This is an optimization exercise on Yosys and OpenROAD, whose aim is a short achievable clock period, not a production implementation.
Function was checked by simulation only, so behaviour that the tests miss may differ from the original.
Power and IR drop assume default switching activity.

[flow/run.sh]
#!/bin/bash
# synth_recipe.tcl (not shown) runs the flow's synth.tcl, then flattens the netlist and writes it again
# the make line also repeats each setting of config.mk as NAME=value (left out here)
make -C /OpenROAD-flow-scripts/flow DESIGN_CONFIG=/design/flow/config.mk WORK_HOME=/design/flow/orfs CLKGATE_MAP_FILE= SYNTH_SCRIPT=/design/flow/synth_recipe.tcl finish
[flow/constraint.sdc]
create_clock -name core_clock -period 7.5 [get_ports {clk}]
set_input_delay 1.5000 -clock core_clock [delete_from_list [all_inputs] [get_ports {clk}]]
set_output_delay 1.5000 -clock core_clock [all_outputs]
set_load 0.01 [all_outputs]
[flow/design.v]
package rv_pkg;
	typedef enum logic [6:0] {
		OPC_REG    = 7'b0110011,
		OPC_IMM    = 7'b0010011,
		OPC_LUI    = 7'b0110111,
		OPC_LOAD   = 7'b0000011,
		OPC_STORE  = 7'b0100011,
		OPC_BRANCH = 7'b1100011,
		OPC_JAL    = 7'b1101111,
		OPC_JALR   = 7'b1100111,
		OPC_AUIPC  = 7'b0010111
	} opcode_e;
	typedef enum logic [1:0] {
		ALU_NONE = 2'd0,
		ALU_REG  = 2'd1,
		ALU_IMM  = 2'd2,
		ALU_LUI  = 2'd3
	} alu_op_e;
	typedef struct packed {
		logic                   valid;
		alu_op_e                op;
		logic [2:0]             funct3;
		logic                   alt;
		logic [5-1:0]  rs1;
		logic [5-1:0]  rs2;
		logic [5-1:0]  rd;
		logic [32-1:0]    imm;
	} decoded_t;
	typedef struct packed {
		logic                   valid;
		logic [5-1:0]  rd;
		logic [32-1:0]    data;
	} wb_t;
endpackage
module fetch_unit (
	input  logic                clk,
	input  logic                reset,
	output logic [32-1:0] o_pc_addr,
	output logic                o_pc_rd,
	input  logic [32-1:0] i_pc_rddata,
	output logic [32-1:0] o_instr,
	output logic                o_instr_valid
);
	logic fetch_pending;
	always_ff @(posedge clk) begin
		if (reset) begin
			o_pc_rd   <= 1'b0;
			o_pc_addr <= 32'h0000_0000;
		end else begin
			o_pc_rd <= 1'b1;
			if (o_pc_rd) begin
				o_pc_addr <= o_pc_addr + 4;
			end
		end
	end
	always_ff @(posedge clk) begin
		if (reset) begin
			fetch_pending <= 1'b0;
			o_instr_valid <= 1'b0;
		end else begin
			fetch_pending <= o_pc_rd;
			o_instr_valid <= fetch_pending;
		end
	end
	always_ff @(posedge clk) begin
		if (fetch_pending) begin
			o_instr <= i_pc_rddata;
		end
	end
endmodule
module instr_decoder (
	input  logic                clk,
	input  logic                reset,
	input  logic [32-1:0] i_instr,
	input  logic                i_instr_valid,
	output rv_pkg::decoded_t    o_dec
);
	rv_pkg::opcode_e  opcode;
	rv_pkg::alu_op_e  alu_op;
	rv_pkg::decoded_t dec_next;
	assign opcode = rv_pkg::opcode_e'(i_instr[6:0]);
	always_comb begin
		case (opcode)
			rv_pkg::OPC_REG: alu_op = rv_pkg::ALU_REG;
			rv_pkg::OPC_IMM: alu_op = rv_pkg::ALU_IMM;
			rv_pkg::OPC_LUI: alu_op = rv_pkg::ALU_LUI;
			rv_pkg::OPC_LOAD,
			rv_pkg::OPC_STORE,
			rv_pkg::OPC_BRANCH,
			rv_pkg::OPC_JAL,
			rv_pkg::OPC_JALR,
			rv_pkg::OPC_AUIPC: alu_op = rv_pkg::ALU_NONE;
			default: alu_op = rv_pkg::ALU_NONE;
		endcase
		if (!i_instr_valid) begin
			alu_op = rv_pkg::ALU_NONE;
		end
	end
	always_comb begin
		dec_next.op     = alu_op;
		dec_next.valid  = (alu_op != rv_pkg::ALU_NONE);
		dec_next.funct3 = i_instr[14:12];
		dec_next.alt    = i_instr[30];
		dec_next.rs1    = i_instr[19:15];
		dec_next.rs2    = i_instr[24:20];
		dec_next.rd     = i_instr[11:7];
		if (alu_op == rv_pkg::ALU_LUI) begin
			dec_next.imm = {i_instr[31:12], 12'b0};
		end else begin
			dec_next.imm = {{(32-12){i_instr[31]}}, i_instr[31:20]};
		end
	end
	always_ff @(posedge clk) begin
		o_dec <= dec_next;
		if (reset) begin
			o_dec.valid <= 1'b0;
		end
	end
endmodule
module execute_stage (
	input  logic                  clk,
	input  logic                  reset,
	input  rv_pkg::decoded_t      i_dec,
	output logic [5-1:0] o_rs1_addr,
	output logic [5-1:0] o_rs2_addr,
	input  logic [32-1:0]   i_rs1_data,
	input  logic [32-1:0]   i_rs2_data,
	output rv_pkg::wb_t           o_wb
);
	logic                fwd_rs1;
	logic                fwd_rs2;
	logic [32-1:0] rs1_val;
	logic [32-1:0] rs2_val;
	logic [32-1:0] op_b;
	logic [4:0]          shamt;
	logic                lt_signed;
	logic                lt_unsigned;
	logic                is_sub;
	logic [32-1:0] result;
	assign o_rs1_addr = i_dec.rs1;
	assign o_rs2_addr = i_dec.rs2;
	assign fwd_rs1 = o_wb.valid && (o_wb.rd != '0) && (o_wb.rd == i_dec.rs1);
	assign fwd_rs2 = o_wb.valid && (o_wb.rd != '0) && (o_wb.rd == i_dec.rs2);
	assign rs1_val = fwd_rs1 ? o_wb.data : i_rs1_data;
	assign rs2_val = fwd_rs2 ? o_wb.data : i_rs2_data;
	assign op_b  = (i_dec.op == rv_pkg::ALU_REG) ? rs2_val : i_dec.imm;
	assign shamt = op_b[4:0];
	assign lt_signed   = $signed(rs1_val) < $signed(op_b);
	assign lt_unsigned = rs1_val < op_b;
	assign is_sub = (i_dec.op == rv_pkg::ALU_REG) && i_dec.alt;
	always_comb begin
		case (i_dec.funct3)
			3'b000: result = is_sub ? (rs1_val - op_b) : (rs1_val + op_b);
			3'b001: result = rs1_val << shamt;
			3'b010: result = {{(32-1){1'b0}}, lt_signed};
			3'b011: result = {{(32-1){1'b0}}, lt_unsigned};
			3'b100: result = rs1_val ^ op_b;
			3'b101: begin
				if (i_dec.alt) begin
					result = $signed(rs1_val) >>> shamt;
				end else begin
					result = rs1_val >> shamt;
				end
			end
			3'b110: result = rs1_val | op_b;
			default: result = rs1_val & op_b;
		endcase
		if (i_dec.op == rv_pkg::ALU_LUI) begin
			result = i_dec.imm;
		end
	end
	always_ff @(posedge clk) begin
		o_wb.rd   <= i_dec.rd;
		o_wb.data <= result;
		if (reset) begin
			o_wb.valid <= 1'b0;
		end else begin
			o_wb.valid <= i_dec.valid && (i_dec.rd != '0);
		end
	end
endmodule
module reg_file (
	input  logic                  clk,
	input  logic                  reset,
	input  rv_pkg::wb_t           i_wb,
	input  logic [5-1:0] i_rs1_addr,
	input  logic [5-1:0] i_rs2_addr,
	output logic [32-1:0]   o_rs1_data,
	output logic [32-1:0]   o_rs2_data,
	input  logic [5-1:0] i_dbg_addr,
	output logic [32-1:0]   o_dbg_data
);
	logic [32-1:0] regs [0:32-1];
	function automatic logic [32-1:0] read_reg(input logic [5-1:0] addr);
		if (addr == '0) begin
			read_reg = '0;
		end else begin
			read_reg = regs[addr];
		end
	endfunction
	always_ff @(posedge clk) begin
		if (reset) begin
			for (int i = 0; i < 32; i++) begin
				regs[i] <= '0;
			end
		end else if (i_wb.valid && (i_wb.rd != '0)) begin
			regs[i_wb.rd] <= i_wb.data;
		end
	end
	assign o_rs1_data = read_reg(i_rs1_addr);
	assign o_rs2_data = read_reg(i_rs2_addr);
	assign o_dbg_data = read_reg(i_dbg_addr);
endmodule
module rv_core_top (
	input  logic                  clk,
	input  logic                  reset,
	output logic [32-1:0]   o_pc_addr,
	output logic                  o_pc_rd,
	input  logic [32-1:0]   i_pc_rddata,
	input  logic [5-1:0] i_dbg_addr,
	output logic [32-1:0]   o_dbg_data
);
	logic [32-1:0]   instr;
	logic                  instr_valid;
	rv_pkg::decoded_t      dec;
	logic [5-1:0] rs1_addr;
	logic [5-1:0] rs2_addr;
	logic [32-1:0]   rs1_data;
	logic [32-1:0]   rs2_data;
	rv_pkg::wb_t           wb;
	fetch_unit i_fetch_unit (
		.clk           (clk),
		.reset         (reset),
		.o_pc_addr     (o_pc_addr),
		.o_pc_rd       (o_pc_rd),
		.i_pc_rddata   (i_pc_rddata),
		.o_instr       (instr),
		.o_instr_valid (instr_valid)
	);
	instr_decoder i_instr_decoder (
		.clk           (clk),
		.reset         (reset),
		.i_instr       (instr),
		.i_instr_valid (instr_valid),
		.o_dec         (dec)
	);
	execute_stage i_execute_stage (
		.clk        (clk),
		.reset      (reset),
		.i_dec      (dec),
		.o_rs1_addr (rs1_addr),
		.o_rs2_addr (rs2_addr),
		.i_rs1_data (rs1_data),
		.i_rs2_data (rs2_data),
		.o_wb       (wb)
	);
	reg_file i_reg_file (
		.clk        (clk),
		.reset      (reset),
		.i_wb       (wb),
		.i_rs1_addr (rs1_addr),
		.i_rs2_addr (rs2_addr),
		.o_rs1_data (rs1_data),
		.o_rs2_data (rs2_data),
		.i_dbg_addr (i_dbg_addr),
		.o_dbg_data (o_dbg_data)
	);
endmodule
[flow/config.mk]
export PLATFORM = sky130hd
export DESIGN_NAME = rv_core_top
export DESIGN_NICKNAME = rv_core_top
export VERILOG_FILES = /design/flow/design.v
export SDC_FILE = /design/flow/constraint.sdc
export NUM_CORES = 4
export LEC_CHECK = 0
export CAP_MARGIN = 20
export CORE_MARGIN = 2
export CORE_UTILIZATION = 40
export SLEW_MARGIN = 20
==> run summary <==
==> metrics by stage <==
stage | utilization | hold slack, ps | total power [mW] | worst slack [ps]
detailed placement | 0.427 | 332 | 10.8 | 689
global route | 0.452 | 344 | 18.2 | 196
global placement | 0.427 | 334 | 10.8 | 707
floorplan | - | 323 | 9.43 | 1720
finish | 0.452 | 342 | 17.9 | 417
CTS | 0.451 | 345 | 17.8 | 682
==> logic make-up (layout without fill, tap and decap cells) <==
kind of cell    count (synthesis)  in the layout  share of synthesized area
simple gates                 1940           1940                      0.139
xor+xnor                       55             55                    0.00628
flops                        1181           1181                      0.439
other cells                     1             41                  0.0000481
buf+inv                       780            829                     0.0429
compound gates               1249           1249                      0.112
fa+ha+maj                     103            103                     0.0167
mux                          1132           1132                      0.245
==> final cells by class <==
type / count / area share
antenna: 7 / 0.000199
clock buffer: 183 / 0.0439
clock inverter: 79 / 0.00965
inverter: 119 / 0.00511
multi-input combinational: 4513 / 0.469
sequential: 1181 / 0.390
tap: 2542 / 0.0362
timing repair buffer: 448 / 0.0456
==> power by group <==
| group | switching, mW | leakage (nW) | internal, mW |
|---|---|---|---|
| combinational | 1.96 | 17.9 | 1.09 |
| sequential | 0.316 | 11.9 | 7.40 |
| clock | 3.02 | 2.28 | 4.10 |
==> registers in the layout, indices dropped and copies added (netlist names) <==
register                    cells
i_execute_stage.o_wb           38
i_fetch_unit.fetch_pending      1
i_fetch_unit.o_instr           32
i_fetch_unit.o_instr_valid      1
i_fetch_unit.o_pc_addr         30
i_fetch_unit.o_pc_rd            1
i_instr_decoder.o_dec          54
i_reg_file.regs              1024
==> layer usage <==
metal	share of wire	wire length, um
met1	0.37	132000
met2	0.42	151000
met3	0.13	46900
met4	0.077	27800
met5	0.00039	140
==> placed cells by master, fill, tap and decap left out, drive strengths merged, types with 50 or more instances in the layout <==
| cell | n |
|---|---|
| nand2 | 246 |
| o22ai | 68 |
| clkinv | 50 |
| nor3 | 88 |
| nor2 | 255 |
| mux4 | 601 |
| dfxtp | 125 |
| buf | 353 |
| a21oi | 224 |
| and2 | 1011 |
| a221oi | 99 |
| clkbuf | 183 |
| inv | 128 |
| a211oi | 64 |
| ha | 101 |
| nand3 | 124 |
| mux2 | 143 |
| mux2i | 388 |
| o21ai | 278 |
| a22oi | 111 |
| edfxtp | 1056 |
| o221ai | 81 |
| clkdlybuf4s50 | 95 |
==> worst paths after layout <==
kind                                           start                                end  depth (start not counted)
setup / recovery   i_instr_decoder.o_dec[38]$_DFF_P_   i_execute_stage.o_wb[30]$_DFF_P_                         21
hold / removal    i_fetch_unit.o_instr[11]$_DFFE_PP_  i_instr_decoder.o_dec[36]$_DFF_P_                          0
setup reg to reg   i_instr_decoder.o_dec[38]$_DFF_P_   i_execute_stage.o_wb[30]$_DFF_P_                         21
hold reg to reg   i_fetch_unit.o_instr[11]$_DFFE_PP_  i_instr_decoder.o_dec[36]$_DFF_P_                          0
==> results by group <==
Run status
  – Outcome: finished clean

Timing
  – Worst-Margin Slew: 1260 ps
  – Fin Clk Skew: 43.8 ps
  – Setup_tns: 0 ps
  – Final setup vio count: 0
  – Fin. max-slew vios: 0
  – FMAX: 0.141 GHz
  – Period utilisation layout: 0.944
  – Tmin final: 7080 ps
  – RSZ-0062 raised after global routing: false
  – Fin. Hold Viols: 0
  – Slew HR: 0.156

Synth
  – Yosys top cell by area: edfxtp_1
  – Mapped Area: 77,900 um^2
  – Number of synthesized flops with an enable pin: 1,056
  – Sequential-to-total area share from yosys stat: 0.439
  – Top-area cell type share of the netlist area: 0.407
  – Main synth FF type: edfxtp_1
  – Synth unique cells: 116
  – Top cells by count, synth: 1,056 x edfxtp_1, 1,011 x and2_1, 595 x mux4_2
  – Count leader, synth: edfxtp_1
  – Async set-reset flop share out of synthesis: 0
  – Flops & latches, synth: 1,181
  – Avg Cell Area, Syn: 12.1 um^2
  – Yosys Warn Count: 4
  – Post-Syn Instances: 6,441
  – Largest cells by area after synthesis: edfxtp_1 41%, mux4_2 17%, and2_1 8.1%

CTS
  – Num CTS Buffers: 142
  – CTS tree: done
  – Root Buffer: clkbuf_16
  – Clock-pin slew on the worst setup and hold paths: 60 ps
  – CTS Hold Bufs: 0
  – Clk Latency, worst-skew pair: 830 ps
  – Clock Sinks: 1,181
  – CTS max path bufs: 3
  – Post-CTS Resized: 0
  – H-tree levels: 4
  – Post-CTS setup buffer count: 0

Place
  – Port bufs: 101
  – DP Area: 83,000 um^2
  – DP HPWL: 240,000 um
  – Placed Cells: 8,801
  – GPL Wtd Cong: 1.02

Drt
  – Post-route DRC: 0
  – Wirelength, routed: 359,000 um
  – Routed WL per cell: 39.5 um
  – DR vias: 62.5k
  – Via density: 6.89
  – Number of nets with antenna violations after routing: 0
  – DR iter-0 viols: 10.6k
  – Pre-antenna DRT Iters: 6

Setup path
  – CP Cell Sequence: buf_4 > buf_4 > mux4_2 > mux2i_1 > o221ai_1 > a32oi_1 > buf_4 > o21ai_0 > ha_1 > buf_4 > and4_1 > nand2_1 > o22ai_1 > a211oi_1 > o21ai_0 > a221o_1 > a2111oi_0 > a211oi_1 > xor2_1 > nand2_1 > a31oi_1
  – Slowest stage delay, CP: 790 ps
  – Worst-path fanout max: 20
  – WP buf/inv: 4
  – Family with the most delay on the worst path: compound AO/OA/AOI/OAI gates
  – Worst Path Required: 8180 ps
  – Arrival time worst endpoint: 7760 ps
  – Slowest-stage cell, CP: a211oi_1
  – CP Class: reg2reg
  – Critical Path Sink Type: flip-flop
  – Setup crit start kind: flip-flop
  – R2R setup slack: 420 ps
  – Crit path top cell by count: buf_4

Layout
  – Cell area after layout: 87,800 um^2
  – Final std cells w/o fill: 9,072
  – Reg area: 34,300 um^2
  – Nets: 6,547
  – Layout fillers: 17.4k
  – Fraction of layout cells with a size suffix above 1: 0.228
  – Area Overhead vs Synth: 12.7%
  – Multi-input logic area: 41,200 um^2

Global route
  – Largest net degree at the start of global routing: 83
  – Met2 usage: 0.514
  – GRT Resource Usage Total: 0.355
  – Vias in the first global route: 60.7k
  – Initial antenna violation count: 42
  – Met1 usage: 0.463
  – Total grt overflow: 0
  – GRT met3 Usage: 0.108
  – First-pass GRT wire length: 492,000 um
  – Busiest layer in global routing: met2

Power
  – PD cells: 204 nW/um^2
  – Leak: 32.1 nW
  – Maximum VDD drop: 0.171 mV

Die
  – Die W: 445 um
  – Core region area: 194,000 um^2
  – Die Area: 198,000 um^2
  – FP Rows: 162
  – Initial core utilization: 0.401
  – # IOs: 104
  – Die Span Y: 445 um

Flow run
  – Max cap viols: 0

Hold path
  – Hold WC Path Type: reg2reg

[afterwards: timing with drivers on the ports]
The results above use ideal ports. As a check the final layout listed here was re-extracted and re-timed, cells and wires unchanged. Step 1, drivers: a clkbuf_16 drives clk and a buf_2 each remaining input, both assumed. Step 2 times the ports against the registers' clock, not the clock port: input delays grow and output delays shrink by t, the midpoint of the rising clock arrivals with the driver on. Three values: ideal ports, drivers, drivers and shift; two values: the first two.
t (ns): 0.909
setup slack, ns: 0.417 / 0.417 / 0.417
clock arrival spread, ns: 0.045 / 0.045
worst register clock-pin slew, ns: 0.07 / 0.07
worst data-port slew with drivers (ns): 0.09
After both steps setup and hold are still met in this run. The setup slack of this run moves by 0.000 ns with the drivers and by 0.000 ns with both steps.
